Context: an optimization exercise on an open-source flow, tuned for small area. The choices shown serve that exercise and are no tape-out recipe. Where RTL was checked, it was by simulation tests only, not by an equivalence proof against the original. Function not checked in run 4: the RTL went through the layout flow alone. No activity file was given, so power comes from the tool's default toggle rates.

==> flow/flow/run.sh <==
#!/bin/bash
# Own flow: the standard layout (standard.sh, unchanged synthesis) with
# - the port buffers made from the smallest buffer cell (buf_1),
# - clock tree synthesis with fixed sink clusters, no dummy balancing loads
#   and clkbuf_8 for the root and inner tree buffers.
# make's output goes to flow_make.log; ORFS keeps each step's log under orfs/logs.
set -euo pipefail
bash standard.sh \
	BUFFER_PORTS_ARGS="-buffer_cell sky130_fd_sc_hd__buf_1" \
	CTS_ARGS="-sink_clustering_enable -repair_clock_nets -sink_clustering_size 30 -sink_clustering_max_diameter 120 -dont_use_dummy_load -root_buf sky130_fd_sc_hd__clkbuf_8 -tree_buf sky130_fd_sc_hd__clkbuf_8" \
	finish > flow_make.log 2>&1
==> flow/standard.sh <==
#!/bin/bash
# synth_recipe.tcl (not shown) runs the flow's synth.tcl, then flattens the netlist and writes it again
# the make line also repeats each setting of config.mk as NAME=value (left out here)
make -C /OpenROAD-flow-scripts/flow DESIGN_CONFIG=/design/flow/config.mk WORK_HOME=/design/flow/orfs CLKGATE_MAP_FILE= SYNTH_SCRIPT=/design/flow/synth_recipe.tcl "${@:-finish}"
==> flow/config.mk <==
export PLATFORM = sky130hd
export DESIGN_NAME = sound_top
export DESIGN_NICKNAME = sound_top
export VERILOG_FILES = /design/flow/design.v
export SDC_FILE = /design/flow/constraint.sdc
export NUM_CORES = 4
export LEC_CHECK = 0
export CAP_MARGIN = 20
export CORE_MARGIN = 2
export CORE_UTILIZATION = 60
export CTS_CLUSTER_DIAMETER = 120
export CTS_CLUSTER_SIZE = 30
export PLACE_DENSITY = 0.75
export SLEW_MARGIN = 20
export SYNTH_HIERARCHICAL = 1
==> flow/constraint.sdc <==
create_clock -name core_clock -period 10.0 [get_ports {clock}]
set_input_delay 2.0000 -clock core_clock [delete_from_list [all_inputs] [get_ports {clock}]]
set_output_delay 2.0000 -clock core_clock [all_outputs]
set_load 0.01 [all_outputs]
==> flow/design.v <==
`timescale 1ns/1ps
`default_nettype none
module sound_top (
	input  wire        clock,
	input  wire        reset,
	input  wire        ready,        
	input  wire [3:0]  game_state,
	input  wire        flash_busy,
	input  wire [7:0]  flash_data,
	output wire [22:0] flash_addr,
	output wire        flash_read,
	output logic       loaded,
	output logic [7:0] to_ac97_data
);
	localparam logic [3:0] GS_IDLE = 4'd0, GS_POP = 4'd4, GS_MISSED = 4'd9, GS_WHACKED = 4'd10;
	logic [3:0] k;         
	logic [1:0] region;    
	logic       rd;        
	logic       waiting;   
	logic [7:0] first_pop, first_missed, first_whacked;
	logic [7:0] cring [0:8];
	logic [1:0] cpos_c;     
	logic [1:0] cpos_o;     
	logic       cpos_end;   
	logic       cshift;     
	logic       cseek;      
	logic       at_start;   
	logic       ld_last;    
	logic       arrive;     
	assign ld_last = (region == 2'd0) ? (k == 4'd3) : (region == 2'd1) ? (k == 4'd4) : (k == 4'd2);
	assign arrive  = !loaded && waiting && !flash_busy;
	assign flash_read = rd;
	assign flash_addr = {12'd0, region == 2'd2, !region[1], region[0], 4'd0, k};
	logic [1:0] prev_eff;      
	logic       prev_idle;     
	logic       cfirst;        
	logic [1:0] ctgt;          
	logic [1:0] rsel;          
	logic       clip_done;
	logic [7:0] fir_x;
	logic [1:0] eff;
	logic       is_effect, entering, leaving_idle, stall, idle, advance, playing;
	logic [7:0] clip_byte;     
	logic [7:0] mix;           
	logic [8:0] mix_c;
	always_comb begin
		case (game_state)
			GS_POP:     eff = 2'd1;
			GS_MISSED:  eff = 2'd2;
			GS_WHACKED: eff = 2'd3;
			default:    eff = 2'd0;
		endcase
		at_start = (cpos_c == ctgt) && (cpos_o == 2'd0);
		case (cpos_c)
			2'd2:    cpos_end = (cpos_o == 2'd3);
			2'd3:    cpos_end = (cpos_o == 2'd1);
			default: cpos_end = (cpos_o == 2'd2);
		endcase
	end
	assign is_effect    = (eff != 2'd0);
	assign idle         = (game_state == GS_IDLE);
	assign entering     = is_effect && (eff != prev_eff);
	assign leaving_idle = !idle && prev_idle;
	assign stall        = flash_busy || rd || leaving_idle;
	assign advance      = ready && !stall;
	assign playing      = is_effect && !clip_done && !entering;
	assign cshift       = loaded ? ((cseek && !at_start) || (advance && playing && !cfirst && !cpos_end))
	                             : (arrive && k != 4'd0);
	always_ff @(posedge clock) begin
		rsel <= cfirst ? ctgt : 2'd0;
		if (cshift) begin
			cring[0] <= loaded ? cring[8] : flash_data;
			for (int i = 1; i < 9; i++)
				cring[i] <= cring[i-1];
		end
		if (!reset && arrive) begin
			if (k == 4'd0 && region == 2'd0) first_pop     <= flash_data;
			if (k == 4'd0 && region == 2'd1) first_missed  <= flash_data;
			if (k == 4'd0 && region == 2'd2) first_whacked <= flash_data;
		end
		if (reset)
		begin
			cpos_c <= 2'd1;
			cpos_o <= 2'd0;
		end
		else if (loaded && cshift)
		begin
			cpos_o <= cpos_end ? 2'd0 : cpos_o + 2'd1;
			if (cpos_end)
				cpos_c <= (cpos_c == 2'd3) ? 2'd1 : cpos_c + 2'd1;
		end
		if (reset) begin
			k            <= 4'd0;
			region       <= 2'd0;
			rd           <= 1'b0;
			waiting      <= 1'b0;
			loaded       <= 1'b0;
			prev_eff     <= 2'd0;
			prev_idle    <= 1'b1;
			cfirst       <= 1'b1;
			ctgt         <= 2'd1;
			cseek        <= 1'b0;
			clip_done    <= 1'b1;
			fir_x        <= 8'd0;
			to_ac97_data <= 8'd0;
		end else if (!loaded) begin
			if (!rd && !waiting) begin
				if (region == 2'd3)
					loaded <= 1'b1;      
				else
					rd <= 1'b1;          
			end else if (rd && !flash_busy) begin
				rd      <= 1'b0;
				waiting <= 1'b1;
			end else if (waiting && !flash_busy) begin
				waiting <= 1'b0;
				if (ld_last) begin
					k      <= 4'd0;
					region <= region + 2'd1;
				end else begin
					k  <= k + 4'd1;
					rd <= 1'b1;
				end
			end
		end else begin
			prev_eff  <= eff;
			prev_idle <= idle;
			if (at_start)
				cseek <= 1'b0;
			if (rd && !flash_busy)
				rd <= 1'b0;
			if (idle) begin
				k     <= 4'd0;
				rd    <= 1'b0;
				fir_x <= 8'd0;
				if (ready)
					to_ac97_data <= 8'd0;
			end else begin
				if (!flash_busy)
					fir_x <= flash_data;
				if (leaving_idle)
					rd <= 1'b1;
				if (entering) begin
					cfirst    <= 1'b1;
					ctgt      <= eff;
					cseek     <= 1'b1;
					clip_done <= 1'b0;
				end
				if (advance) begin
					k  <= k + 4'd1;
					rd <= 1'b1;
					to_ac97_data <= mix;
					if (playing) begin
						if (cfirst)
							cfirst <= 1'b0;
						else if (cpos_end)
							clip_done <= 1'b1;       
					end
				end
			end
		end
	end
	logic [7:0]  ring [0:30];
	logic [7:0]  xb;           
	logic [7:0]  val;          
	logic [4:0]  r_age;        
	logic [4:0]  win;          
	logic        clear;        
	logic        act;
	logic [7:0]  mn;           
	logic        n;            
	logic [7:0]  vxn;          
	logic [17:0] sum, acc;     
	logic        cpend, cmid;  
	assign act = (win != 5'd0);
	coef_rom u_coef (.r_age(r_age), .act(act), .mn(mn), .n(n));
	sample_sel u_sel (.head(ring[30]), .xb(xb), .newest(r_age == 5'd0), .clear(clear), .n(n), .val(val), .vxn(vxn));
	wire mt_1, mt_2, mt_3, mt_4, mt_5, mt_6, mt_7, mt_8, mt_9, mt_10, mt_11, mt_12, mt_13, mt_14, mt_15, mt_16, mt_17, mt_18, mt_19, mt_20, mt_21, mt_22, mt_23, mt_24, mt_25, mt_26, mt_27, mt_28, mt_29, mt_30, mt_31, mt_32, mt_33, mt_34, mt_35, mt_36, mt_37, mt_38, mt_39, mt_40, mt_41, mt_42, mt_43, mt_44, mt_45, mt_46, mt_47, mt_48, mt_49, mt_50, mt_51, mt_52, mt_53, mt_54, mt_55, mt_56, mt_57, mt_58, mt_59, mt_60, mt_61, mt_62, mt_63, mt_64, mt_65, mt_66, mt_67, mt_68, mt_69, mt_70, mt_71, mt_72, mt_73, mt_74, mt_75, mt_76, mt_77, mt_78, mt_79, mt_80, mt_81, mt_82, mt_83, mt_84, mt_85, mt_86, mt_87, mt_88, mt_89, mt_90, mt_91, mt_92, mt_93, mt_94, mt_95, mt_96, mt_97, mt_98, mt_99, mt_100, mt_101, mt_102, mt_103, mt_104, mt_105, mt_106, mt_107, mt_108, mt_109, mt_110, mt_111, mt_112, mt_113, mt_114, mt_115, mt_116, mt_117, mt_118, mt_119, mt_120, mt_121, mt_122, mt_123, mt_124, mt_125, mt_126, mt_127, mt_128, mt_129, mt_130, mt_131, mt_132, mt_133, mt_134, mt_135, mt_136, mt_137, mt_138, mt_139, mt_140, mt_141, mt_142, mt_143;
	wire [7:0] pp0 = {vxn[7] | mn[0], ~(vxn[6:0] | {7{mn[0]}})};
	wire [7:0] pp1 = {vxn[7] | mn[1], ~(vxn[6:0] | {7{mn[1]}})};
	wire [7:0] pp2 = {vxn[7] | mn[2], ~(vxn[6:0] | {7{mn[2]}})};
	wire [7:0] pp3 = {vxn[7] | mn[3], ~(vxn[6:0] | {7{mn[3]}})};
	wire [7:0] pp4 = {vxn[7] | mn[4], ~(vxn[6:0] | {7{mn[4]}})};
	wire [7:0] pp5 = {vxn[7] | mn[5], ~(vxn[6:0] | {7{mn[5]}})};
	wire [8:0] pp6;
	assign pp6[0] = ~(vxn[0] | mn[6]);
	assign pp6[1] = ~((vxn[1] | mn[6]) & (vxn[0] | mn[7]));
	assign pp6[2] = ~((vxn[2] | mn[6]) & (vxn[1] | mn[7]));
	assign pp6[3] = ~((vxn[3] | mn[6]) & (vxn[2] | mn[7]));
	assign pp6[4] = ~((vxn[4] | mn[6]) & (vxn[3] | mn[7]));
	assign pp6[5] = ~((vxn[5] | mn[6]) & (vxn[4] | mn[7]));
	assign pp6[6] = ~((vxn[6] | mn[6]) & (vxn[5] | mn[7]));
	assign pp6[7] = ~((vxn[7] | mn[6]) & (vxn[6] | mn[7]));
	assign pp6[8] = vxn[7] | (mn[6] & mn[7]);
	ha u_mt_1 (.a(sum[5]), .b(pp0[5]), .s(mt_1), .co(mt_2));
	fa u_mt_3 (.a(sum[6]), .b(pp0[6]), .c(pp1[5]), .s(mt_3), .co(mt_4));
	ha u_mt_5 (.a(pp2[4]), .b(pp3[3]), .s(mt_5), .co(mt_6));
	fa u_mt_7 (.a(sum[7]), .b(pp0[7]), .c(pp1[6]), .s(mt_7), .co(mt_8));
	fa u_mt_9 (.a(pp2[5]), .b(pp3[4]), .c(pp4[3]), .s(mt_9), .co(mt_10));
	ha u_mt_11 (.a(pp5[2]), .b(pp6[1]), .s(mt_11), .co(mt_12));
	fa u_mt_13 (.a(sum[8]), .b(pp1[7]), .c(pp2[6]), .s(mt_13), .co(mt_14));
	fa u_mt_15 (.a(pp3[5]), .b(pp4[4]), .c(pp5[3]), .s(mt_15), .co(mt_16));
	fa u_mt_17 (.a(sum[9]), .b(pp2[7]), .c(pp3[6]), .s(mt_17), .co(mt_18));
	ha u_mt_19 (.a(sum[3]), .b(pp0[3]), .s(mt_19), .co(mt_20));
	fa u_mt_21 (.a(sum[4]), .b(pp0[4]), .c(pp1[3]), .s(mt_21), .co(mt_22));
	ha u_mt_23 (.a(pp2[2]), .b(pp3[1]), .s(mt_23), .co(mt_24));
	fa u_mt_25 (.a(mt_1), .b(pp1[4]), .c(pp2[3]), .s(mt_25), .co(mt_26));
	fa u_mt_27 (.a(pp3[2]), .b(pp4[1]), .c(pp5[0]), .s(mt_27), .co(mt_28));
	fa u_mt_29 (.a(mt_2), .b(mt_3), .c(mt_5), .s(mt_29), .co(mt_30));
	fa u_mt_31 (.a(pp4[2]), .b(pp5[1]), .c(pp6[0]), .s(mt_31), .co(mt_32));
	fa u_mt_33 (.a(mt_4), .b(mt_6), .c(mt_7), .s(mt_33), .co(mt_34));
	assign mt_35 = ~(mt_9 ^ mt_11);
	assign mt_36 = mt_9 | mt_11;
	fa u_mt_37 (.a(mt_8), .b(mt_10), .c(mt_12), .s(mt_37), .co(mt_38));
	fa u_mt_39 (.a(mt_13), .b(mt_15), .c(pp6[2]), .s(mt_39), .co(mt_40));
	fa u_mt_41 (.a(mt_14), .b(mt_16), .c(mt_17), .s(mt_41), .co(mt_42));
	fa u_mt_43 (.a(pp4[5]), .b(pp5[4]), .c(pp6[3]), .s(mt_43), .co(mt_44));
	fa u_mt_45 (.a(mt_18), .b(sum[10]), .c(pp3[7]), .s(mt_45), .co(mt_46));
	fa u_mt_47 (.a(pp4[6]), .b(pp5[5]), .c(pp6[4]), .s(mt_47), .co(mt_48));
	fa u_mt_49 (.a(sum[11]), .b(pp4[7]), .c(pp5[6]), .s(mt_49), .co(mt_50));
	ha u_mt_51 (.a(sum[2]), .b(pp0[2]), .s(mt_51), .co(mt_52));
	fa u_mt_53 (.a(mt_19), .b(pp1[2]), .c(pp2[1]), .s(mt_53), .co(mt_54));
	fa u_mt_55 (.a(mt_20), .b(mt_21), .c(mt_23), .s(mt_55), .co(mt_56));
	fa u_mt_57 (.a(mt_22), .b(mt_24), .c(mt_25), .s(mt_57), .co(mt_58));
	fa u_mt_59 (.a(mt_26), .b(mt_28), .c(mt_29), .s(mt_59), .co(mt_60));
	fa u_mt_61 (.a(mt_30), .b(mt_32), .c(mt_33), .s(mt_61), .co(mt_62));
	fa u_mt_63 (.a(mt_34), .b(mt_36), .c(mt_37), .s(mt_63), .co(mt_64));
	fa u_mt_65 (.a(mt_38), .b(mt_40), .c(mt_41), .s(mt_65), .co(mt_66));
	fa u_mt_67 (.a(mt_42), .b(mt_44), .c(mt_45), .s(mt_67), .co(mt_68));
	fa u_mt_69 (.a(mt_46), .b(mt_48), .c(mt_49), .s(mt_69), .co(mt_70));
	fa u_mt_71 (.a(mt_50), .b(sum[12]), .c(pp5[7]), .s(mt_71), .co(mt_72));
	ha u_mt_73 (.a(sum[13]), .b(pp6[7]), .s(mt_73), .co(mt_74));
	ha u_mt_75 (.a(sum[1]), .b(pp0[1]), .s(mt_75), .co(mt_76));
	fa u_mt_77 (.a(mt_51), .b(pp1[1]), .c(pp2[0]), .s(mt_77), .co(mt_78));
	fa u_mt_79 (.a(mt_52), .b(mt_53), .c(pp3[0]), .s(mt_79), .co(mt_80));
	fa u_mt_81 (.a(mt_54), .b(mt_55), .c(pp4[0]), .s(mt_81), .co(mt_82));
	fa u_mt_83 (.a(mt_56), .b(mt_57), .c(mt_27), .s(mt_83), .co(mt_84));
	fa u_mt_85 (.a(mt_58), .b(mt_59), .c(mt_31), .s(mt_85), .co(mt_86));
	fa u_mt_87 (.a(mt_60), .b(mt_61), .c(mt_35), .s(mt_87), .co(mt_88));
	fa u_mt_89 (.a(mt_62), .b(mt_63), .c(mt_39), .s(mt_89), .co(mt_90));
	fa u_mt_91 (.a(mt_64), .b(mt_65), .c(mt_43), .s(mt_91), .co(mt_92));
	fa u_mt_93 (.a(mt_66), .b(mt_67), .c(mt_47), .s(mt_93), .co(mt_94));
	fa u_mt_95 (.a(mt_68), .b(mt_69), .c(pp6[5]), .s(mt_95), .co(mt_96));
	fa u_mt_97 (.a(mt_70), .b(mt_71), .c(pp6[6]), .s(mt_97), .co(mt_98));
	assign mt_99 = ~(mt_72 ^ mt_73);
	assign mt_100 = mt_72 | mt_73;
	fa u_mt_101 (.a(mt_74), .b(sum[14]), .c(pp6[8]), .s(mt_101), .co(mt_102));
	assign mt_103 = ~sum[15];
	assign mt_104 = sum[15];
	assign mt_105 = ~sum[16];
	assign mt_106 = sum[16];
	assign mt_107 = ~sum[17];
	assign mt_108 = sum[17];
	ha u_mt_109 (.a(sum[0]), .b(pp0[0]), .s(mt_109), .co(mt_110));
	fa u_mt_111 (.a(mt_75), .b(pp1[0]), .c(mt_110), .s(mt_111), .co(mt_112));
	fa u_mt_113 (.a(mt_76), .b(mt_77), .c(mt_112), .s(mt_113), .co(mt_114));
	fa u_mt_115 (.a(mt_78), .b(mt_79), .c(mt_114), .s(mt_115), .co(mt_116));
	fa u_mt_117 (.a(mt_80), .b(mt_81), .c(mt_116), .s(mt_117), .co(mt_118));
	fa u_mt_119 (.a(mt_82), .b(mt_83), .c(mt_118), .s(mt_119), .co(mt_120));
	fa u_mt_121 (.a(mt_84), .b(mt_85), .c(mt_120), .s(mt_121), .co(mt_122));
	fa u_mt_123 (.a(mt_86), .b(mt_87), .c(mt_122), .s(mt_123), .co(mt_124));
	fa u_mt_125 (.a(mt_88), .b(mt_89), .c(mt_124), .s(mt_125), .co(mt_126));
	fa u_mt_127 (.a(mt_90), .b(mt_91), .c(mt_126), .s(mt_127), .co(mt_128));
	assign cmid = mt_128;
	fa u_mt_129 (.a(mt_92), .b(mt_93), .c(cpend), .s(mt_129), .co(mt_130));
	fa u_mt_131 (.a(mt_94), .b(mt_95), .c(mt_130), .s(mt_131), .co(mt_132));
	fa u_mt_133 (.a(mt_96), .b(mt_97), .c(mt_132), .s(mt_133), .co(mt_134));
	fa u_mt_135 (.a(mt_98), .b(mt_99), .c(mt_134), .s(mt_135), .co(mt_136));
	fa u_mt_137 (.a(mt_100), .b(mt_101), .c(mt_136), .s(mt_137), .co(mt_138));
	fa u_mt_139 (.a(mt_102), .b(mt_103), .c(mt_138), .s(mt_139), .co(mt_140));
	fa u_mt_141 (.a(mt_104), .b(mt_105), .c(mt_140), .s(mt_141), .co(mt_142));
	assign mt_143 = mt_106 ^ mt_107 ^ mt_142;
	assign acc = {mt_143, mt_141, mt_139, mt_137, mt_135, mt_133, mt_131, mt_129, mt_127, mt_125, mt_123, mt_121, mt_119, mt_117, mt_115, mt_113, mt_111, mt_109};
	always_ff @(posedge clock) begin
		if (ready)
			xb <= fir_x;
		ring[0] <= val;
		for (int i = 1; i < 31; i++)
			ring[i] <= ring[i-1];
		if (!ready)
			r_age <= (r_age == 5'd0) ? 5'd30 : r_age - 5'd1;
		if (reset) begin
			win   <= 5'd0;
			clear <= 1'b1;
			sum   <= 18'd56;      
			cpend <= 1'b0;
		end else begin
			if (ready)
				win <= 5'd1;
			else if (act)
				win <= win + 5'd1;     
			if (win == 5'd31)
				clear <= 1'b0;
			if (ready) begin
				sum   <= 18'd56;
				cpend <= 1'b0;
			end else begin
				sum   <= acc;
				cpend <= cmid;
			end
		end
	end
	always_comb begin
		case (rsel)
			2'd1:    clip_byte = first_pop;
			2'd2:    clip_byte = first_missed;
			2'd3:    clip_byte = first_whacked;
			default: clip_byte = cring[8];
		endcase
		if (!playing)
			clip_byte = 8'd0;
	end
	assign mix_c[0] = cpend;
	for (genvar b = 0; b < 8; b++) begin : g_mix
		fa u_fa (.a(sum[10+b]), .b(clip_byte[b]), .c(mix_c[b]), .s(mix[b]), .co(mix_c[b+1]));
	end
endmodule
module sample_sel (
	input  wire [7:0] head,
	input  wire [7:0] xb,
	input  wire       newest,
	input  wire       clear,
	input  wire       n,
	output wire [7:0] val,
	output wire [7:0] vxn
);
	assign val = newest ? xb : (clear ? 8'd0 : head);
	assign vxn = ~(val ^ {8{n}});
endmodule
module coef_rom (
	input  wire [4:0] r_age,
	input  wire       act,
	output wire [7:0] mn,
	output wire       n
);
	assign mn[0] = ~(act & ((r_age == 5'd0) | (r_age == 5'd1) | (r_age == 5'd2) | (r_age == 5'd3) | (r_age == 5'd5) | (r_age == 5'd6) | (r_age == 5'd11) | (r_age == 5'd12) | (r_age == 5'd14) | (r_age == 5'd16) | (r_age == 5'd18) | (r_age == 5'd19) | (r_age == 5'd24) | (r_age == 5'd25) | (r_age == 5'd27) | (r_age == 5'd28) | (r_age == 5'd29) | (r_age == 5'd30)));
	assign mn[1] = ~(act & ((r_age == 5'd2) | (r_age == 5'd4) | (r_age == 5'd5) | (r_age == 5'd8) | (r_age == 5'd9) | (r_age == 5'd10) | (r_age == 5'd12) | (r_age == 5'd13) | (r_age == 5'd14) | (r_age == 5'd16) | (r_age == 5'd17) | (r_age == 5'd18) | (r_age == 5'd20) | (r_age == 5'd21) | (r_age == 5'd22) | (r_age == 5'd25) | (r_age == 5'd26) | (r_age == 5'd28)));
	assign mn[2] = ~(act & ((r_age == 5'd3) | (r_age == 5'd4) | (r_age == 5'd5) | (r_age == 5'd6) | (r_age == 5'd10) | (r_age == 5'd11) | (r_age == 5'd13) | (r_age == 5'd17) | (r_age == 5'd19) | (r_age == 5'd20) | (r_age == 5'd24) | (r_age == 5'd25) | (r_age == 5'd26) | (r_age == 5'd27)));
	assign mn[3] = ~(act & ((r_age == 5'd8) | (r_age == 5'd9) | (r_age == 5'd10) | (r_age == 5'd12) | (r_age == 5'd13) | (r_age == 5'd14) | (r_age == 5'd16) | (r_age == 5'd17) | (r_age == 5'd18) | (r_age == 5'd20) | (r_age == 5'd21) | (r_age == 5'd22)));
	assign mn[4] = ~(act & ((r_age == 5'd9) | (r_age == 5'd12) | (r_age == 5'd14) | (r_age == 5'd16) | (r_age == 5'd18) | (r_age == 5'd21)));
	assign mn[5] = ~(act & ((r_age == 5'd10) | (r_age == 5'd13) | (r_age == 5'd14) | (r_age == 5'd16) | (r_age == 5'd17) | (r_age == 5'd20)));
	assign mn[6] = ~(act & ((r_age == 5'd11) | (r_age == 5'd12) | (r_age == 5'd13) | (r_age == 5'd14) | (r_age == 5'd16) | (r_age == 5'd17) | (r_age == 5'd18) | (r_age == 5'd19)));
	assign mn[7] = ~(act & ((r_age == 5'd15)));
	assign n = act & ((r_age == 5'd0) | (r_age == 5'd1) | (r_age == 5'd2) | (r_age == 5'd3) | (r_age == 5'd4) | (r_age == 5'd5) | (r_age == 5'd6) | (r_age == 5'd24) | (r_age == 5'd25) | (r_age == 5'd26) | (r_age == 5'd27) | (r_age == 5'd28) | (r_age == 5'd29) | (r_age == 5'd30));
endmodule
module fa (
	input  wire a,
	input  wire b,
	input  wire c,
	output wire s,
	output wire co
);
	assign s  = a ^ b ^ c;
	assign co = (a & b) | (a & c) | (b & c);
endmodule
module ha (
	input  wire a,
	input  wire b,
	output wire s,
	output wire co
);
	assign s  = a ^ b;
	assign co = a & b;
endmodule
`default_nettype wire
==> metrics.md, run 1 <==
| Metric | Value |
|---|---|
| DIE AREA | 24,500 µm² |
| Die X | 156 µm |
| Data arrival, critical path | 8400 ps |
| Max-cap violations | 0 |
| Ranking of synthesized cells by area | dfxtp_1 45%, edfxtp_1 23%, fa_1 9.3%, ha_1 2.3%, nor2_1 2.2% |
| Layout Nets | 1,110 |
| I/O Buffers | 32 |
| DP Area | 14,200 µm² |
| Pin count of the biggest net entering global routing | 73 |
| Final count of negative-setup-slack endpoints | 0 |
| Post-CTS Setup Bufs | 0 |
| Crit. End Element | register |
| Most common cell in the netlist | dfxtp_1 |
| Post-synth top area cell | dfxtp_1 |
| WL per Instance | 16.0 µm |
| Crit path kind | reg2reg |
| Final WS setup | 2040 ps |
| Max Buffers Root-to-Sink | 3 |
| Global-route wire length before repair | 33,500 µm |
| Tmin final | 7960 ps |
| PostCTS Resize Cnt | 0 |
| RSZ-0062 raised after global routing | no |
| Dpl hpwl | 13,800 µm |
| Dominant synthesized flop cell | dfxtp_1 |
| Die Y | 156 µm |
| Via count | 6,689 |
| Total CTS buffers | 18 |
| Worst-margin pin slew | 971 ps |
| Worst VDD drop | 0.000155 V |
| Layout Utilization | 64.5% |
| Fin Setup TNS | 0 ps |
| Post-synth EDFFs | 109 |
| R2R Setup Slk | 2040 ps |
| Clock Sinks | 421 |
| Post-synthesis async set-or-reset flop share | 0% |
| Leakage Power | 5.52 nW |
| Critical path startpoint category | register |
| WL final | 20,500 µm |
| Crit Path Max Fanout | 17 |
| Slew Limit Fails | 0 |
| CTS H-tree depth | 1 |
| Cell area after synthesis | 14,000 µm² |
| Fin area | 14,600 µm² |
| Initial Utilization | 61.4% |
| Pre-CTS setup slack | 2090 ps |
| Synth warn | 11 |
| Overall global routing resource usage | 17.4% |
| Number of global-route vias before repair | 6,476 |
| DRT iter0 DRCs | 513 |
| Core Area | 22,700 µm² |
| Remaining antenna violation count | 0 |
| Final Hold Viols | 0 |
| Residual DRC | 0 |
| Routability cong. | 0.809 |
| Gr ovfl total | 0 |
| Fin crit share | 79.6% |
| Layout cell share with drive strength beyond 1 | 6.29% |
| Post-synthesis sequential area ratio | 68.2% |
| Commonest cells post-synth | 312 x dfxtp_1, 109 x edfxtp_1, 81 x nor2_1 |
| CTS root buf | clkbuf_8 |
| Layout area overhead | 4.96% |
| TritonCTS clock tree | done |
| Hold_buf cts | 0 |
| Distinct cell type count after synthesis | 60 |
| Avg Inst Size Synth | 14.1 µm² |
| Rows | 55 |
| Vias/cell | 5.20 |
| Synth top area share | 44.8% |
| Final Skew | 91.6 ps |
| N_diodes | 0 |
| Cells after synthesis | 989 |
| HP Class | reg2reg |
| Register bit total from synthesis | 421 |
| Clock transition at the registers of the reported paths | 110 ps |
| Fmax | 126 MHz |
| Slew margin rel. | 35.0% |
| DR pass1 iterations | 5 |
| Status | timing/DRC/antenna clean |
| Io pins | 49 |
| CP required | 10,430 ps |
| Antenna violations before repair | 0 |
| Clock Latency Late Sink | 580 ps |
| Power per cell area | 203 nW/µm² |
[critical path, cell delays in order, from the launching register on]
cell and delay [ps]:
edfxtp_1 580, inv_1 110, ha_1 180, nand2b_1 70, or3_1 370, inv_1 490, o21ai_2 140, xnor2_1 590
nor2_1 160, fa_1 480, fa_1 440, fa_1 570, fa_1 450, fa_1 430, fa_1 400, fa_1 390
fa_1 390, fa_1 380, fa_1 390, fa_1 390, xnor2_1 180, xnor2_1 140, nor3_1 60
[placed cells by master, fill, tap and decap left out, drive strengths merged, types with 3 or more instances in the layout]
master,n
nand3b,5
inv,32
and2,22
xor2,4
clkbuf,19
o31ai,3
a22oi,8
dfxtp,312
nor3,5
nand2b,15
and3,14
mux2,9
conb,16
a21oi,30
fa,65
or3,7
buf,38
or2b,3
or2,9
a211oi,3
nand2,45
xnor2,19
ha,26
nand3,17
mux2i,6
a21o,3
edfxtp,109
o21ai,25
nor2b,6
o22ai,10
mux4,8
nor2,81
a31oi,3
[modules after synthesis (local to each module, per instance)]
module | cells | area [µm²] | flops+latches | times used
coef_rom | 53 | 337 | 0 | 1
sound_top | 828 | 12000 | 421 | 1
sample_sel | 34 | 238 | 0 | 1
fa | 1 | 20.0 | 0 | 65
ha | 1 | 12.5 | 0 | 9
[metal layers]
layer  vias to the layer above  GRT usage, %  part of all wire, %
met5                         -             0                    0
met1                      3248          26.4                   48
met3                        24          2.27                  4.4
li1                       3293             -                    -
met4                         0          3.80                  1.8
met2                       124          27.3                   46
[layout make-up]
type                            instances  area (µm²)
Clock buffer                           18         417
Fill cell                            1677        8070
Inverter                               32         120
Multi-Input combinational cell        491        4060
Sequential cell                       421        9520
Tap cell                              285         357
Timing Repair Buffer                   39         174
[where the power goes]
part | switching (W) | internal [W] | total [W]
registers | 0.0000359 | 0.00178 | 0.00182
clock network | 0.000459 | 0.000296 | 0.000755
logic | 0.000213 | 0.000185 | 0.000398
[cells by family after synthesis]
group	synth area share (%)
compound gates	4.50
other cells	0.0269
fa+ha+maj	11.7
buf+inv	3.11
simple gates	8.57
flops	68.2
xor+xnor	1.44
mux	2.45
[flip-flops by register name, summed over array words and instances, names as in the netlist, 2 cells and up]
signal	flops
xb	8
cring	72
first_missed	8
sum	18
first_whacked	8
to_ac97_data	8
k	4
first_pop	8
r_age	5
ctgt	2
region	2
cpos_c	2
ring	248
prev_eff	2
fir_x	8
rsel	2
cpos_o	2
win	5
[metrics by stage]
| stage | total power [W] | instances | hold WS [ps] |
|---|---|---|---|
| global placement | 0.00224 | 1268 | 311 |
| global route | 0.00314 | 1286 | 310 |
| finish | 0.00297 | 1286 | 309 |
| floorplan | 0.00216 | 1004 | 310 |
| CTS | 0.00301 | 1286 | 304 |
| detailed placement | 0.00226 | 1268 | 312 |
[final timing paths]
kind | depth (start not counted) | endpoint | startpoint
max | 22 | sum[17] | r_age[0]
min | 0 | ring[24][5] | ring[23][5]
min reg2reg | 0 | ring[24][5] | ring[23][5]
max reg2reg | 22 | sum[17] | r_age[0]
==> run 2: changes to the inputs <==
==> flow/flow/run.sh (replaced) <==
#!/bin/bash
# Own flow: the standard layout (standard.sh, unchanged synthesis) with
# - the port buffers made from the smallest buffer cell (buf_1),
# - clock tree synthesis with fixed sink clusters, no dummy balancing loads
#   and clkbuf_8 for the root and inner tree buffers,
# - one tie cell for all the constant outputs (no per-load tie repair).
# make's output goes to flow_make.log; ORFS keeps each step's log under orfs/logs.
set -euo pipefail
bash standard.sh \
	BUFFER_PORTS_ARGS="-buffer_cell sky130_fd_sc_hd__buf_1" \
	CTS_ARGS="-sink_clustering_enable -repair_clock_nets -sink_clustering_size 30 -sink_clustering_max_diameter 120 -dont_use_dummy_load -root_buf sky130_fd_sc_hd__clkbuf_8 -tree_buf sky130_fd_sc_hd__clkbuf_8" \
	SKIP_REPAIR_TIE_FANOUT=1 \
	finish > flow_make.log 2>&1
==> run 2 against run 1 <==
Against the previous run:
- synthesized area did not move
- worst setup slack improved by 180 ps
- hold slack better by 9.8 ps
- via count decreased by 1.4%
- critical path type unchanged
- critical endpoint unchanged
- largest cell class unchanged
==> metrics.md, run 2 <==
| Metric | Value |
|---|---|
| DIE AREA | 24,500 µm² (unchanged) |
| Ranking of synthesized cells by area | dfxtp_1 45%, edfxtp_1 23%, fa_1 9.3%, ha_1 2.3%, nor2_1 2.2% |
| Post-CTS Setup Bufs | 0 (unchanged) |
| Remaining antenna violation count | 0 (unchanged) |
| Crit. End Element | register |
| Io pins | 49 (unchanged) |
| Layout Nets | 1,095 (-1.4%) |
| Most common cell in the netlist | dfxtp_1 |
| Hold depth | 0 (unchanged) |
| Layout area overhead | 4.57% |
| Residual DRC | 0 (unchanged) |
| Net Sw Power | 0.000704 W (-0.47%) |
| PostCTS Resize Cnt | 0 (unchanged) |
| Cell area after synthesis | 14,000 µm² (unchanged) |
| Worst r2r path cells | 22 (unchanged) |
| Layout Utilization | 64.2% (-0.24 points) |
| Rows | 55 (unchanged) |
| Max Buffers Root-to-Sink | 3 (unchanged) |
| Clock Latency Late Sink | 590 ps (about the same) |
| DP Area | 14,200 µm² (-0.40%) |
| Fin Setup TNS | 0 ps (unchanged) |
| Worst-margin pin slew | 880 ps (-91.0 ps) |
| Leakage Power | 5.47 nW (-0.88%) |
| Critical path startpoint category | register |
| Routability cong. | 0.851 (+5.2%) |
| Post-synthesis async set-or-reset flop share | 0% (unchanged) |
| WL per Instance | 16.2 µm (+1.8%) |
| Tmin final | 7780 ps (-177 ps) |
| Fill cells | 1,671 (-0.36%) |
| Commonest cells post-synth | 312 x dfxtp_1, 109 x edfxtp_1, 81 x nor2_1 |
| Cells after synthesis | 989 (unchanged) |
| Core Area | 22,700 µm² (unchanged) |
| Dpl hpwl | 14,000 µm (+1.4%) |
| I/O Buffers | 32 (unchanged) |
| Post-synth top area cell | dfxtp_1 |
| Largest register FFs | 248 (unchanged) |
| Register bit total from synthesis | 421 (unchanged) |
| Avg Inst Size Synth | 14.1 µm² (unchanged) |
| Total CTS buffers | 18 (unchanged) |
| Max-cap violations | 0 (unchanged) |
| Dominant synthesized flop cell | dfxtp_1 |
| WHS Endpoint | ring[22][1] |
| Worst VDD drop | 0.000145 V (-5.9%) |
| Top reg by flops | ring |
| Post-synth EDFFs | 109 (unchanged) |
| Regs by FF count | ring: 248 flops, cring: 72 flops, sum: 18 flops |
| Slew margin rel. | 41.3% (+6.3 points) |
| Slew Limit Fails | 0 (unchanged) |
| Via count | 6,594 (-1.4%) |
| Hold_buf cts | 0 (unchanged) |
| Reg2reg end | sum[17] |
| Overall global routing resource usage | 17.6% (+0.21 points) |
| Crit Path Max Fanout | 17 (unchanged) |
| Clk network pwr share | 25.5% (about the same) |
| CP required | 10,470 ps (+40 ps) |
| Fin area | 14,600 µm² (-0.37%) |
| Data arrival, critical path | 8260 ps (-140 ps) |
| Layout cell share with drive strength beyond 1 | 6.49% (+0.20 points) |
| Power per cell area | 203 nW/µm² (+0.14%) |
| R2R Setup Slk | 2220 ps (+180 ps) |
| HP Class | reg2reg |
| TritonCTS clock tree | done |
| DRT iter0 DRCs | 338 (-34%) |
| Vias/cell | 5.19 (-0.26%) |
| Die Y | 156 µm (unchanged) |
| Final Skew | 70.9 ps (-20.7 ps) |
| Worst r2r src | r_age[0] |
| Synth warn | 11 (unchanged) |
| Fin crit share | 77.8% (-1.8 points) |
| Number of global-route vias before repair | 6,632 (+2.4%) |
| Commonest non-fill, non-tap cell in the layout | dfxtp_1 |
| Logic gate share of total power | 13.2% (-0.2 points) |
| Internal power | 0.00226 W (-0.15%) |
| Global-route wire length before repair | 34,100 µm (+1.6%) |
| Sw frac | 23.8% (-0.058 points) |
| Pin count of the biggest net entering global routing | 73 (unchanged) |
| Status | timing/DRC/antenna clean |
| N_diodes | 0 (unchanged) |
| Gr ovfl total | 0 (unchanged) |
| Clock transition at the registers of the reported paths | 110 ps (about the same) |
| CTS H-tree depth | 1 (unchanged) |
| RSZ-0062 raised after global routing | no |
| Final count of negative-setup-slack endpoints | 0 (unchanged) |
| Fmax | 128 MHz (+2.3%) |
| DR pass1 iterations | 5 (unchanged) |
| CTS root buf | clkbuf_8 |
| Post-synthesis sequential area ratio | 68.2% (unchanged) |
| Die X | 156 µm (unchanged) |
| Clock Sinks | 421 (unchanged) |
| Flop pwr share | 61.3% (about the same) |
| Worst Min Path Start | ring[21][1] |
| Antenna violations before repair | 0 (unchanged) |
| Final Hold Viols | 0 (unchanged) |
| Initial Utilization | 61.4% (unchanged) |
| Synth top area share | 44.8% (unchanged) |
| Distinct cell type count after synthesis | 60 (unchanged) |
| WL final | 20,600 µm (+0.58%) |
| Commonest non-fill, non-tap cells in the layout | 312 x dfxtp_1, 109 x edfxtp_1, 80 x nor2_1 |
| Crit path kind | reg2reg |
[run 2: cell counts after synthesis]
No cell type changed its count.
[run 2: final cells by class]
class                           count  area, µm²  share of cell area (%)
Timing Repair Buffer               39        174                    1.19
Multi-Input combinational cell    476       4000                    27.4
Inverter                           32        120                   0.823
Sequential cell                   421       9520                    65.2
Tap cell                          285        357                    2.44
Clock buffer                       18        417                    2.86
[run 2: power groups by stage]
stage	registers, W	clock network (W)	logic, W
floorplan	0.00184	0	0.000322
CTS	0.00182	0.000782	0.000404
detailed placement	0.00186	0	0.000400
global route	0.00183	0.000833	0.000463
finish	0.00182	0.000754	0.000391
global placement	0.00186	0	0.000381
[run 2: per-module statistics from Yosys (local to each module, per instance)]
module      flip-flops and latches  cells  times used
sample_sel                       0     34           1
sound_top                      421    828           1
ha                               0      1           9
coef_rom                         0     53           1
fa                               0      1          65
[run 2: logic make-up after synthesis]
group	count (synthesis)	synth area share [%]
muxes	23	2.45
other	1	0.0269
buffers and inverters	92	3.11
xor gates and xnor gates	23	1.44
adders and majority gates	91	11.7
DFF	421	68.2
AOI/OAI and AO/OA	97	4.50
and+or+nand+nor	241	8.57
[run 2: through the flow]
stage | power, W | instances | setup slack, ps | hold slack [ps]
after floorplan | 0.00216 | 989 | 2650 | 310
after global placement | 0.00224 | 1253 | 2350 | 310
after detailed placement | 0.00226 | 1253 | 2200 | 312
after CTS | 0.00301 | 1271 | 2190 | 320
after global routing | 0.00312 | 1271 | 1770 | 315
final | 0.00296 | 1271 | 2220 | 319
[run 2: per-layer routing]
metal / vias up / track usage [%] / share of wire, %
met5: - / 0 / 0
met4: 0 / 5.37 / 2.8
met3: 33 / 2.60 / 3.6
met2: 99 / 28.2 / 46
met1: 3192 / 25.3 / 48
li1: 3270 / - / -
[run 2: worst max path at each step]
stage | startpoint | endpoint | slack, ps | cells after the start
after detailed placement | r_age[0] | sum[17] | 2200 | 22
after global placement | r_age[0] | sum[17] | 2350 | 22
after CTS | r_age[0] | sum[17] | 2190 | 22
final | r_age[0] | sum[17] | 2220 | 22
after floorplan | win[0] | sum[17] | 2650 | 24
after global routing | r_age[0] | sum[17] | 1770 | 22
[run 2: critical path, stage by stage, from the launching register on]
cell,delay [ps]
edfxtp_1,580
inv_1,120
ha_1,190
nand2b_1,80
or3_1,370
inv_1,480
o21ai_2,140
xnor2_1,560
nor2_1,160
fa_1,470
fa_1,430
fa_1,570
fa_1,440
fa_1,420
fa_1,390
fa_1,380
fa_1,390
fa_1,390
fa_1,390
fa_1,380
xnor2_1,170
xnor2_1,140
nor3_1,60
==> run 3: changes to the inputs <==
--- a/flow/config.mk
+++ b/flow/config.mk
@@ -8,8 +8,8 @@
 export CAP_MARGIN = 20
 export CORE_MARGIN = 2
-export CORE_UTILIZATION = 60
+export CORE_UTILIZATION = 55
 export CTS_CLUSTER_DIAMETER = 120
 export CTS_CLUSTER_SIZE = 30
-export PLACE_DENSITY = 0.75
+export PLACE_DENSITY = 0.65
 export SLEW_MARGIN = 20
 export SYNTH_HIERARCHICAL = 1
==> run 3 against run 2 <==
Against the previous run:
- via count rose by 1.1%
- worst setup slack worse by 61 ps
- still clean
- combinational power is 1% lower
==> metrics.md, run 3 <==
| Metric | Value |
|---|---|
| Dominant synthesized flop cell | dfxtp_1 |
| Slew Limit Fails | 0 (unchanged) |
| WL per Instance | 15.6 µm (-3.7%) |
| Commonest non-fill, non-tap cell in the layout | dfxtp_1 |
| Critical path startpoint category | register |
| Ranking of synthesized cells by area | dfxtp_1 45%, edfxtp_1 23%, fa_1 9.3%, ha_1 2.3%, nor2_1 2.2% |
| Clock transition at the registers of the reported paths | 110 ps (about the same) |
| Worst-margin pin slew | 989 ps (+109 ps) |
| Antenna violations before repair | 0 (unchanged) |
| Power per cell area | 202 nW/µm² (-0.41%) |
| Routability cong. | 0.787 (-7.5%) |
| Avg Inst Size Synth | 14.1 µm² (unchanged) |
| Final WS setup | 2150 ps (-61.4 ps) |
| RSZ-0062 raised after global routing | no |
| Tmin final | 7850 ps (+61.4 ps) |
| Initial Utilization | 55.7% (-5.7 points) |
| Max Buffers Root-to-Sink | 3 (unchanged) |
| Global-route wire length before repair | 34,300 µm (+0.55%) |
| Layout Nets | 1,094 (-0.091%) |
| Total CTS buffers | 18 (unchanged) |
| Crit. End Element | register |
| Crit Path Max Fanout | 17 (unchanged) |
| Post-synthesis sequential area ratio | 68.2% (unchanged) |
| Power, Total | 0.00296 W (about the same) |
| Smallest hold slack | 313 ps (-5.53 ps) |
| Clock Sinks | 421 (unchanged) |
| Data arrival, critical path | 8290 ps (+30 ps) |
| Cells after synthesis | 989 (unchanged) |
| Post-synth top area cell | dfxtp_1 |
| CTS H-tree depth | 1 (unchanged) |
| Pre-CTS setup slack | 2160 ps (-36.7 ps) |
| Most common cell in the netlist | dfxtp_1 |
| Fmax | 127 MHz (-0.78%) |
| DRT iter0 DRCs | 398 (+18%) |
| N_diodes | 0 (unchanged) |
| Slew margin rel. | 34.1% (-7.3 points) |
| Dpl hpwl | 13,800 µm (-1.3%) |
| Worst VDD drop | 0.000140 V (-3.7%) |
| Final Hold Viols | 0 (unchanged) |
| Hold_buf cts | 0 (unchanged) |
| Regs by FF count | ring: 248 flops, cring: 72 flops, sum: 18 flops |
| Final Skew | 66.6 ps (-4.36 ps) |
| WL final | 20,600 µm (-0.37%) |
| PostCTS Resize Cnt | 0 (unchanged) |
| TritonCTS clock tree | done |
| Post-synthesis async set-or-reset flop share | 0% (unchanged) |
| Clock Latency Late Sink | 570 ps (-20 ps) |
| Top reg by flops | ring |
| Max-cap violations | 0 (unchanged) |
| Cell area after synthesis | 14,000 µm² (unchanged) |
| CTS root buf | clkbuf_8 |
| Core Area | 25,000 µm² (+10%) |
| Commonest cells post-synth | 312 x dfxtp_1, 109 x edfxtp_1, 81 x nor2_1 |
| Die X | 163 µm (+4.3%) |
| Overall global routing resource usage | 16.2% (-1.4 points) |
| Fin crit share | 78.5% (+0.61 points) |
| Number of global-route vias before repair | 6,589 (-0.65%) |
| CP required | 10,450 ps (-20 ps) |
| Remaining antenna violation count | 0 (unchanged) |
| Commonest non-fill, non-tap cells in the layout | 312 x dfxtp_1, 109 x edfxtp_1, 80 x nor2_1 |
| Gr ovfl total | 0 (unchanged) |
| Leakage Power | 5.47 nW (about the same) |
| DIE AREA | 26,700 µm² (+8.9%) |
| Register bit total from synthesis | 421 (unchanged) |
| Crit path kind | reg2reg |
| Via count | 6,666 (+1.1%) |
| Distinct cell type count after synthesis | 60 (unchanged) |
| Final count of negative-setup-slack endpoints | 0 (unchanged) |
| Die Y | 163 µm (+4.3%) |
| Vias/cell | 5.07 (-2.3%) |
| HP Class | reg2reg |
| Post-CTS Setup Bufs | 0 (unchanged) |
| Synth top area share | 44.8% (unchanged) |
| Layout cell share with drive strength beyond 1 | 6.40% (-0.095 points) |
| Pin count of the biggest net entering global routing | 73 (unchanged) |
| Io pins | 49 (unchanged) |
| Largest register FFs | 248 (unchanged) |
| DR pass1 iterations | 5 (unchanged) |
| Post-synth EDFFs | 109 (unchanged) |
| I/O Buffers | 32 (unchanged) |
| Synth warn | 11 (unchanged) |
| Rows | 58 (+5.5%) |
| Fin Setup TNS | 0 ps (unchanged) |
| Residual DRC | 0 (unchanged) |
| Layout area overhead | 4.92% |
| Status | timing/DRC/antenna clean |
run 3: cell types whose count changed in the layout (fill, tap and decap cells not counted), sizes merged:
cell / before / now
buf: 38 / 37
run 3: area by class of cell:
| class | count | area, µm² |
|---|---|---|
| clock buffer | 18 | 417 |
| fill | 1997 | 10400 |
| inverter | 32 | 120 |
| multi-input combinational | 476 | 4000 |
| sequential | 421 | 9520 |
| tap | 330 | 413 |
| timing repair buffer | 38 | 166 |
run 3: per-stage QoR:
stage | utilization, % | instances | cell area (µm²)
CTS | 58.5 | 1315 | 14600
detailed placement | 56.8 | 1297 | 14200
global placement | 56.8 | 1297 | 14200
floorplan | - | 989 | 14000
global route | 58.5 | 1315 | 14600
finish | 58.5 | 1315 | 14600
run 3: critical path, cell delays in order (launching register included):
cell and delay, ps:
edfxtp_1 570, inv_1 110, ha_1 180, nand2b_1 70, or3_1 370, inv_1 490
o21ai_2 150, xnor2_1 570, nor2_1 160, fa_1 470, fa_1 430, fa_1 570
fa_1 440, fa_1 410, fa_1 380, fa_1 380, fa_1 390, fa_1 390
fa_1 390, fa_1 380, xnor2_1 180, xnor2_1 140, nor3_1 60
run 3: final timing paths:
kind	startpoint	end	slack [ps]	cells after the start
min reg2reg	ring[16][1]	ring[17][1]	310	0
min	ring[16][1]	ring[17][1]	310	0
max reg2reg	r_age[0]	sum[17]	2150	22
max	r_age[0]	sum[17]	2150	22
run 3: power by group:
part / internal (W) / switching (W)
Clock: 0.000296 / 0.000462
Sequential: 0.00178 / 0.0000359
Combinational: 0.000179 / 0.000208
run 3: layer usage:
layer | share of wire [%] | GRT usage (%)
met5 | 0 | 0
met4 | 2.3 | 4.18
met3 | 3.5 | 2.29
met2 | 46 | 25.5
met1 | 48 | 23.9
run 3: logic make-up after synthesis:
logic type / Yosys count / synth area share (%)
flip-flops: 421 / 68.2
XOR/XNOR: 23 / 1.44
AND/OR/NAND/NOR: 241 / 8.57
other: 1 / 0.0269
adder cells (fa/ha/maj): 91 / 11.7
buffers and inverters: 92 / 3.11
multiplexers: 23 / 2.45
AO/OA/AOI/OAI: 97 / 4.50
run 3: per-module statistics from Yosys (local to each module, per instance):
module,cells,copies in the design,area [µm²]
ha,1,9,12.5
sample_sel,34,1,238
fa,1,65,20.0
sound_top,828,1,12000
coef_rom,53,1,337
==> run 4: changes to the inputs <==
--- a/flow/design.v
+++ b/flow/design.v
@@ -312,7 +312,9 @@
 	end
 	assign mix_c[0] = cpend;
-	for (genvar b = 0; b < 8; b++) begin : g_mix
+	for (genvar b = 0; b < 7; b++) begin : g_mix
 		fa u_fa (.a(sum[10+b]), .b(clip_byte[b]), .c(mix_c[b]), .s(mix[b]), .co(mix_c[b+1]));
 	end
+	assign mix[7] = sum[17] ^ clip_byte[7] ^ mix_c[7];    
+	assign mix_c[8] = 1'b0;
 endmodule
 module sample_sel (
--- a/flow/config.mk
+++ b/flow/config.mk
@@ -8,8 +8,8 @@
 export CAP_MARGIN = 20
 export CORE_MARGIN = 2
-export CORE_UTILIZATION = 55
+export CORE_UTILIZATION = 60
 export CTS_CLUSTER_DIAMETER = 120
 export CTS_CLUSTER_SIZE = 30
-export PLACE_DENSITY = 0.65
+export PLACE_DENSITY = 0.75
 export SLEW_MARGIN = 20
 export SYNTH_HIERARCHICAL = 1
==> run 4 against run 3 <==
Against the previous run:
- total power increased by 0.31%
- highest routed layer unchanged
- non-clock buffer count unchanged
- final area increased by 0.34%
- cell count decreased by 1.8%
- still clean
- combinational power increased by 2%
- first-iteration DRC count increased by 26%
- worst setup slack got worse by 72 ps
- sequential cell count unchanged
==> metrics.md, run 4 <==
| Metric | Value |
|---|---|
| Critical path startpoint category | register |
| Rows | 55 (-5.2%) |
| Total CTS buffers | 18 (unchanged) |
| Global-route wire length before repair | 34,500 µm (+0.69%) |
| Worst-margin pin slew | 1040 ps (+47.3 ps) |
| Synth warn | 11 (unchanged) |
| Logic gate share of total power | 13.2% (+0.2 points) |
| Flop pwr share | 61.2% (-0.2 points) |
| CTS root buf | clkbuf_8 |
| Number of global-route vias before repair | 6,612 (+0.35%) |
| Sw frac | 23.9% (+0.12 points) |
| GR Util met3 | 2.67% (+0.39 points) |
| Ranking of synthesized cells by area | dfxtp_1 45%, edfxtp_1 23%, fa_1 9.1%, nor2_1 2.4%, ha_1 2.3% |
| Worst VDD drop | 0.000148 V (+5.5%) |
| Clock Sinks | 421 (unchanged) |
| Die Y | 157 µm (-3.9%) |
| Worst r2r path cells | 22 (unchanged) |
| Final count of negative-setup-slack endpoints | 0 (unchanged) |
| Crit. End Element | register |
| Post-CTS Setup Bufs | 0 (unchanged) |
| Residual DRC | 0 (unchanged) |
| Met2 usage | 27.6% (+2.1 points) |
| Slew margin rel. | 30.4% (-3.7 points) |
| Fin cells | 1,291 (-1.8%) |
| CP required | 10,440 ps (about the same) |
| DR pass1 iterations | 4 (-1) |
| Regs by FF count | ring: 248 flops, cring: 72 flops, sum: 18 flops |
| Commonest non-fill, non-tap cell in the layout | dfxtp_1 |
| Dominant synthesized flop cell | dfxtp_1 |
| Data arrival, critical path | 8360 ps (+70 ps) |
| TritonCTS clock tree | done |
| Clock Latency Late Sink | 590 ps (+20 ps) |
| DRT iter0 DRCs | 500 (+26%) |
| Status | timing/DRC/antenna clean |
| Via count | 6,810 (+2.2%) |
| Distinct cell type count after synthesis | 68 (+13%) |
| Top reg by flops | ring |
| DIE AREA | 24,600 µm² (-7.6%) |
| Leakage Power | 5.53 nW (+1.1%) |
| Post-synth EDFFs | 109 (unchanged) |
| Post-synthesis sequential area ratio | 67.8% (-0.39 points) |
| Post-synthesis async set-or-reset flop share | 0% (unchanged) |
| Net Sw Power | 0.000711 W (+0.81%) |
| DP Cell Count | 1,273 (-1.9%) |
| RSZ-0062 raised after global routing | no |
| PostCTS Resize Cnt | 0 (unchanged) |
| Power, Total | 0.00297 W (+0.31%) |
| Die X | 157 µm (-3.9%) |
| Met1 Usage GRT | 26.6% (+2.7 points) |
| Synth top area share | 44.5% (-0.26 points) |
| Tmin final | 7920 ps (+71.6 ps) |
| Layout Nets | 1,086 (-0.73%) |
| Cells after synthesis | 982 (-0.71%) |
| Hold_buf cts | 0 (unchanged) |
| Most common cell in the netlist | dfxtp_1 |
| Core Area | 22,800 µm² (-9.0%) |
| Hold depth | 0 (unchanged) |
| Max-cap violations | 0 (unchanged) |
| Overall global routing resource usage | 17.9% (+1.7 points) |
| Routability cong. | 0.883 (+12%) |
| Fin Setup TNS | 0 ps (unchanged) |
| Power per cell area | 202 nW/µm² (about the same) |
| Fill cells | 1,659 (-17%) |
| Internal power | 0.00226 W (+0.15%) |
| Commonest non-fill, non-tap cells in the layout | 312 x dfxtp_1, 109 x edfxtp_1, 87 x nor2_1 |
| Commonest cells post-synth | 312 x dfxtp_1, 109 x edfxtp_1, 88 x nor2_1 |
| Largest register FFs | 248 (unchanged) |
| WL per Instance | 16.5 µm (+5.2%) |
| Cell area after synthesis | 14,000 µm² (+0.57%) |
| Register bit total from synthesis | 421 (unchanged) |
| Final Hold Viols | 0 (unchanged) |
| Gr ovfl total | 0 (unchanged) |
| Layout area overhead | 4.68% |
| Max Buffers Root-to-Sink | 3 (unchanged) |
| Slew Limit Fails | 0 (unchanged) |
| Final Skew | 85.3 ps (+18.7 ps) |
| Remaining antenna violation count | 0 (unchanged) |
| N_diodes | 0 (unchanged) |
| Post-synth top area cell | dfxtp_1 |
| Vias/cell | 5.27 (+4.1%) |
| Clk network pwr share | 25.5% (about the same) |
| Fin area | 14,700 µm² (+0.34%) |
| Pin count of the biggest net entering global routing | 73 (unchanged) |
| Fin crit share | 79.2% (+0.72 points) |
| HP Class | reg2reg |
| Clock transition at the registers of the reported paths | 110 ps (about the same) |
| Antenna violations before repair | 0 (unchanged) |
| Crit path kind | reg2reg |
| Avg Inst Size Synth | 14.3 µm² (+1.3%) |
| WL final | 21,200 µm (+3.3%) |
| Dpl hpwl | 14,000 µm (+1.6%) |
| Most used routing layer | met2 |
| Io pins | 49 (unchanged) |
| Layout cell share with drive strength beyond 1 | 6.75% (+0.35 points) |
| CTS H-tree depth | 1 (unchanged) |
| DP Area | 14,300 µm² (+0.35%) |
| Initial Utilization | 61.6% (+5.9 points) |
| I/O Buffers | 32 (unchanged) |
| Crit Path Max Fanout | 17 (unchanged) |
| Fmax | 126 MHz (-0.90%) |
[run 4: worst max-delay path, cell delays in order (launching register included)]
cell,delay [ps]
edfxtp_1,580
inv_1,110
ha_1,180
nand2b_1,70
or3_1,370
inv_1,510
o21ai_2,150
xnor2_1,590
nor2_1,160
fa_1,470
fa_1,430
fa_1,570
fa_1,440
fa_1,420
fa_1,400
fa_1,390
fa_1,390
fa_1,400
fa_1,400
fa_1,380
xnor2_1,180
xnor2_1,140
nor3_1,60
[run 4: final cells by class]
type / count / area (µm²) / area share [%]
inverters: 34 / 128 / 0.869
repair buffers: 38 / 166 / 1.13
flip-flops and latches: 421 / 9520 / 64.8
multi-input cells: 467 / 4070 / 27.7
well taps: 313 / 392 / 2.67
clock buffers: 18 / 417 / 2.84
[run 4: cells by family (layout without fill, tap and decap cells)]
kind of cell / Yosys count / count (layout) / share of synthesized area [%]
flops: 421 / 421 / 67.8
fa+ha+maj: 90 / 90 / 11.4
other cells: 1 / 1 / 0.0267
mux: 25 / 25 / 2.58
xor+xnor: 25 / 25 / 1.56
simple gates: 225 / 225 / 8.18
buf+inv: 94 / 90 / 3.21
compound gates: 101 / 101 / 5.15
[run 4: layer usage]
layer / routed length (µm) / vias to the layer above / part of all wire, %
met2: 9660 / 160 / 45
met1: 10100 / 3346 / 48
met4: 446 / 0 / 2.1
met3: 1020 / 28 / 4.8
li1: - / 3276 / -
met5: 0 / - / 0
[run 4: per-module statistics from Yosys, one instance, submodules excluded]
| module | area (µm²) | cells inside |
|---|---|---|
| sound_top | 12100 | 822 |
| coef_rom | 337 | 53 |
| fa | 20.0 | 1 |
| ha | 12.5 | 1 |
| sample_sel | 238 | 34 |
[run 4: power groups by stage]
stage / clock [W] / combinational [W] / sequential [W]
4_1_cts: 0.000780 / 0.000405 / 0.00182
3_3_place_gp: 0 / 0.000379 / 0.00186
3_5_place_dp: 0 / 0.000403 / 0.00186
2_1_floorplan: 0 / 0.000324 / 0.00184
5_1_grt: 0.000835 / 0.000468 / 0.00183
6_report: 0.000759 / 0.000394 / 0.00182
[run 4: worst paths after layout]
kind | start | endpoint | slack, ps
worst max-delay path | r_age[0] | sum[17] | 2080
worst max register to register | r_age[0] | sum[17] | 2080
worst min-delay path | ring[7][6] | ring[8][6] | 320
worst min register to register | ring[7][6] | ring[8][6] | 320
[run 4: per-stage QoR]
step	util, %	hold slack, ps	setup slack [ps]
after floorplan	-	310	2650
after detailed placement	62.6	312	2100
final	64.5	323	2080
after global routing	64.5	332	1670
after CTS	64.5	320	2080
after global placement	62.6	310	2330
==> run 5: changes to the inputs <==
--- a/flow/design.v
+++ b/flow/design.v
@@ -312,9 +312,7 @@
 	end
 	assign mix_c[0] = cpend;
-	for (genvar b = 0; b < 7; b++) begin : g_mix
+	for (genvar b = 0; b < 8; b++) begin : g_mix
 		fa u_fa (.a(sum[10+b]), .b(clip_byte[b]), .c(mix_c[b]), .s(mix[b]), .co(mix_c[b+1]));
 	end
-	assign mix[7] = sum[17] ^ clip_byte[7] ^ mix_c[7];    
-	assign mix_c[8] = 1'b0;
 endmodule
 module sample_sel (
--- a/flow/flow/run.sh
+++ b/flow/flow/run.sh
@@ -9,5 +9,5 @@
 bash standard.sh \
 	BUFFER_PORTS_ARGS="-buffer_cell sky130_fd_sc_hd__buf_1" \
-	CTS_ARGS="-sink_clustering_enable -repair_clock_nets -sink_clustering_size 30 -sink_clustering_max_diameter 120 -dont_use_dummy_load -root_buf sky130_fd_sc_hd__clkbuf_8 -tree_buf sky130_fd_sc_hd__clkbuf_8" \
+	CTS_ARGS="-sink_clustering_enable -repair_clock_nets -sink_clustering_size 30 -sink_clustering_max_diameter 120 -dont_use_dummy_load -root_buf sky130_fd_sc_hd__clkbuf_4 -tree_buf sky130_fd_sc_hd__clkbuf_4" \
 	SKIP_REPAIR_TIE_FANOUT=1 \
 	finish > flow_make.log 2>&1
==> run 5 against run 4 <==
Against the previous run:
- still clean on timing, DRC and antenna
- non-clock buffer count up 1
- cell count down 1.5%
- total power down 0.78%
- die area down 0.55%
- sequential share of layout area up 0.51 points
- critical endpoint unchanged
- largest power group unchanged
==> metrics.md, run 5 <==
| Metric | Value |
|---|---|
| Status | timing/DRC/antenna clean |
| Fill cells | 1,671 (+0.72%) |
| Antenna violations before repair | 1 (+1) |
| PostCTS Resize Cnt | 0 (unchanged) |
| Clock Sinks | 421 (unchanged) |
| WHS Endpoint | ring[22][1] |
| Crit path kind | reg2reg |
| Internal power | 0.00224 W (-0.76%) |
| Tmin final | 7790 ps (-125 ps) |
| Logic gate share of total power | 13.3% (about the same) |
| Die X | 156 µm (-0.28%) |
| Commonest non-fill, non-tap cell in the layout | dfxtp_1 |
| CP required | 10,630 ps (+190 ps) |
| Leakage Power | 5.46 nW (-1.1%) |
| Layout cell share with drive strength beyond 1 | 6.49% (-0.26 points) |
| Ranking of synthesized cells by area | dfxtp_1 45%, edfxtp_1 23%, fa_1 9.3%, ha_1 2.3%, nor2_1 2.2% |
| Sw frac | 23.9% (about the same) |
| Io pins | 49 (unchanged) |
| Data arrival, critical path | 8430 ps (+70 ps) |
| Routability cong. | 0.851 (-3.6%) |
| Cells after synthesis | 989 (+0.71%) |
| Dpl hpwl | 14,000 µm (-0.36%) |
| Flop pwr share | 61.7% (+0.5 points) |
| TritonCTS clock tree | done |
| Top reg by flops | ring |
| Cell area after synthesis | 14,000 µm² (-0.57%) |
| Number of global-route vias before repair | 6,635 (+0.35%) |
| HP Class | reg2reg |
| Gr ovfl total | 0 (unchanged) |
| Commonest non-fill, non-tap cells in the layout | 312 x dfxtp_1, 109 x edfxtp_1, 80 x nor2_1 |
| DP Area | 14,200 µm² (-0.69%) |
| Post-synthesis sequential area ratio | 68.2% (+0.39 points) |
| Fin area | 14,600 µm² (-0.78%) |
| DIE AREA | 24,500 µm² (-0.55%) |
| Fin crit share | 77.9% (-1.2 points) |
| Final count of negative-setup-slack endpoints | 0 (unchanged) |
| Layout area overhead | 4.46% |
| Initial Utilization | 61.4% (-0.17 points) |
| Residual DRC | 0 (unchanged) |
| Fin cells | 1,272 (-1.5%) |
| Fin Setup TNS | 0 ps (unchanged) |
| Max-cap violations | 0 (unchanged) |
| Clock transition at the registers of the reported paths | 110 ps (about the same) |
| Worst r2r path cells | 22 (unchanged) |
| Post-synth top area cell | dfxtp_1 |
| Worst VDD drop | 0.000145 V (-2.0%) |
| Regs by FF count | ring: 248 flops, cring: 72 flops, sum: 18 flops |
| Critical path startpoint category | register |
| Vias/cell | 5.19 (-1.7%) |
| Rows | 55 (unchanged) |
| CTS H-tree depth | 1 (unchanged) |
| Power per cell area | 202 nW/µm² (about the same) |
| Dominant synthesized flop cell | dfxtp_1 |
| Register bit total from synthesis | 421 (unchanged) |
| Clk network pwr share | 25.0% (-0.5 points) |
| Slew Limit Fails | 0 (unchanged) |
| I/O Buffers | 32 (unchanged) |
| DR pass1 iterations | 5 (+1) |
| Remaining antenna violation count | 0 (unchanged) |
| Post-CTS Setup Bufs | 0 (unchanged) |
| Hold depth | 0 (unchanged) |
| RSZ-0062 raised after global routing | no |
| Core Area | 22,700 µm² (-0.30%) |
| Net Sw Power | 0.000705 W (-0.83%) |
| Layout Utilization | 64.2% (-0.31 points) |
| Most common cell in the netlist | dfxtp_1 |
| Worst-margin pin slew | 885 ps (-151 ps) |
| R2R Setup Slk | 2210 ps (+120 ps) |
| Final Hold Viols | 0 (unchanged) |
| Slew margin rel. | 41.0% (+11 points) |
| Worst r2r src | r_age[0] |
| DRT iter0 DRCs | 373 (-25%) |
| Crit Path Max Fanout | 17 (unchanged) |
| Total CTS buffers | 18 (unchanged) |
| WL per Instance | 16.3 µm (-1.1%) |
| Max Buffers Root-to-Sink | 3 (unchanged) |
| Avg Inst Size Synth | 14.1 µm² (-1.3%) |
| Global-route wire length before repair | 34,000 µm (-1.4%) |
| Overall global routing resource usage | 17.6% (-0.30 points) |
| CTS root buf | clkbuf_4 |
| Post-synthesis async set-or-reset flop share | 0% (unchanged) |
| Largest register FFs | 248 (unchanged) |
| Power, Total | 0.00295 W (-0.78%) |
| Die Y | 156 µm (-0.28%) |
| Reg2reg end | sum[17] |
| Distinct cell type count after synthesis | 60 (-12%) |
| WL final | 20,700 µm (-2.5%) |
| Crit. End Element | register |
| Layout Nets | 1,095 (+0.83%) |
| Via count | 6,597 (-3.1%) |
| Worst Min Path Start | ring[21][1] |
| Fmax | 128 MHz (+1.6%) |
| Post-synth EDFFs | 109 (unchanged) |
| DP Cell Count | 1,253 (-1.6%) |
| Synth top area share | 44.8% (+0.26 points) |
| Pin count of the biggest net entering global routing | 73 (unchanged) |
| Synth warn | 11 (unchanged) |
| Final Skew | 72.9 ps (-12.4 ps) |
| Commonest cells post-synth | 312 x dfxtp_1, 109 x edfxtp_1, 81 x nor2_1 |
| Hold_buf cts | 0 (unchanged) |
| Clock Latency Late Sink | 750 ps (+160 ps) |
[run 5: cell types whose count changed after synthesis, sizes merged, moves of 3 or more]
cell / delta
buf: -4
nand3: +12
a22oi: -7
o21ai: +5
nand2: +13
and3: +3
nor2b: -3
nor2: -7
a21oi: +12
clkbuf: +4
[run 5: per-stage QoR]
step	setup slack, ps	hold WS, ps
after floorplan	2650	310
after global placement	2350	310
after detailed placement	2200	312
after CTS	2200	310
after global routing	1760	308
final	2210	303
[run 5: cell type report]
cell class	count	area, µm²	area share [%]
Multi-Input combinational cell	476	4000	27.5
Inverter	32	120	0.824
Antenna cell	1	2.50	0.0172
Timing Repair Buffer	39	174	1.19
Sequential cell	421	9520	65.3
Clock buffer	18	398	2.73
Tap cell	285	357	2.45
[run 5: logic make-up after synthesis]
| kind of cell | share of synthesized area (%) |
|---|---|
| AO/OA/AOI/OAI | 4.50 |
| other | 0.0269 |
| adder cells (fa/ha/maj) | 11.7 |
| AND/OR/NAND/NOR | 8.57 |
| multiplexers | 2.45 |
| XOR/XNOR | 1.44 |
| buffers and inverters | 3.11 |
| flip-flops | 68.2 |
[run 5: modules after synthesis (local to each module, per instance)]
module,cells inside,cell area (µm²)
sound_top,828,12000
coef_rom,53,337
sample_sel,34,238
fa,1,20.0
ha,1,12.5
[run 5: critical path, stage by stage, from the launching register on]
cell and delay (ps):
edfxtp_1 580, inv_1 120, ha_1 190, nand2b_1 80, or3_1 370, inv_1 480
o21ai_2 150, xnor2_1 570, nor2_1 140, fa_1 440, fa_1 570, fa_1 430
fa_1 490, fa_1 420, fa_1 390, fa_1 380, fa_1 390, fa_1 390
fa_1 390, fa_1 380, xnor2_1 170, xnor2_1 140, nor3_1 60
[run 5: routing by layer]
metal	global-route usage, %	routed length, µm	up-vias
li1	-	-	3273
met1	25.3	9930	3209
met2	28.2	9470	86
met3	2.44	673	29
met4	5.37	635	0
met5	0	0	-
[run 5: power groups by stage]
| stage | logic (W) | registers [W] | clock network (W) |
|---|---|---|---|
| 6_report | 0.000392 | 0.00182 | 0.000738 |
| 3_5_place_dp | 0.000400 | 0.00186 | 0 |
| 4_1_cts | 0.000404 | 0.00182 | 0.000763 |
| 3_3_place_gp | 0.000381 | 0.00186 | 0 |
| 2_1_floorplan | 0.000322 | 0.00184 | 0 |
| 5_1_grt | 0.000463 | 0.00183 | 0.000812 |
[run 5: how the worst max path moves through the flow]
stage	start	end	slack, ps
finish	r_age[0]	sum[17]	2210
CTS	r_age[0]	sum[17]	2200
floorplan	win[0]	sum[17]	2650
detailed placement	r_age[0]	sum[17]	2200
global placement	r_age[0]	sum[17]	2350
global route	r_age[0]	sum[17]	1760

-- re-timing with driven ports --
Ports are ideal in the flow. The routed layouts listed here were re-timed in OpenROAD.
Step 1: set_driving_cell puts a clkbuf_16 on clock and a buf_2 on each other input, an assumption about the parent block.
Step 2 adds t to the input delays and takes it off the output delays; t is the mean of the earliest and latest rising clock arrival at the registers after step 1. Input paths then give back, and output paths get back, about the clock's delay inside the block.
a / b / c = ideal ports / drivers / drivers and shift; a / b = the first two.
| run | t (ns) | slack for setup (ns) | worst register clock-pin slew, ns |
|---|---|---|---|
| run 1 | 0.579 | 2.038 / 2.038 / 2.038 | 0.11 / 0.11 |
| run 2 | 0.597 | 2.215 / 2.215 / 2.215 | 0.11 / 0.11 |
| run 3 | 0.590 | 2.154 / 2.154 / 2.154 | 0.11 / 0.11 |
| run 4 | 0.588 | 2.082 / 2.082 / 2.082 | 0.11 / 0.11 |
| run 5 | 0.756 | 2.207 / 2.207 / 2.207 | 0.11 / 0.11 |
After both steps every run listed still meets setup and hold.
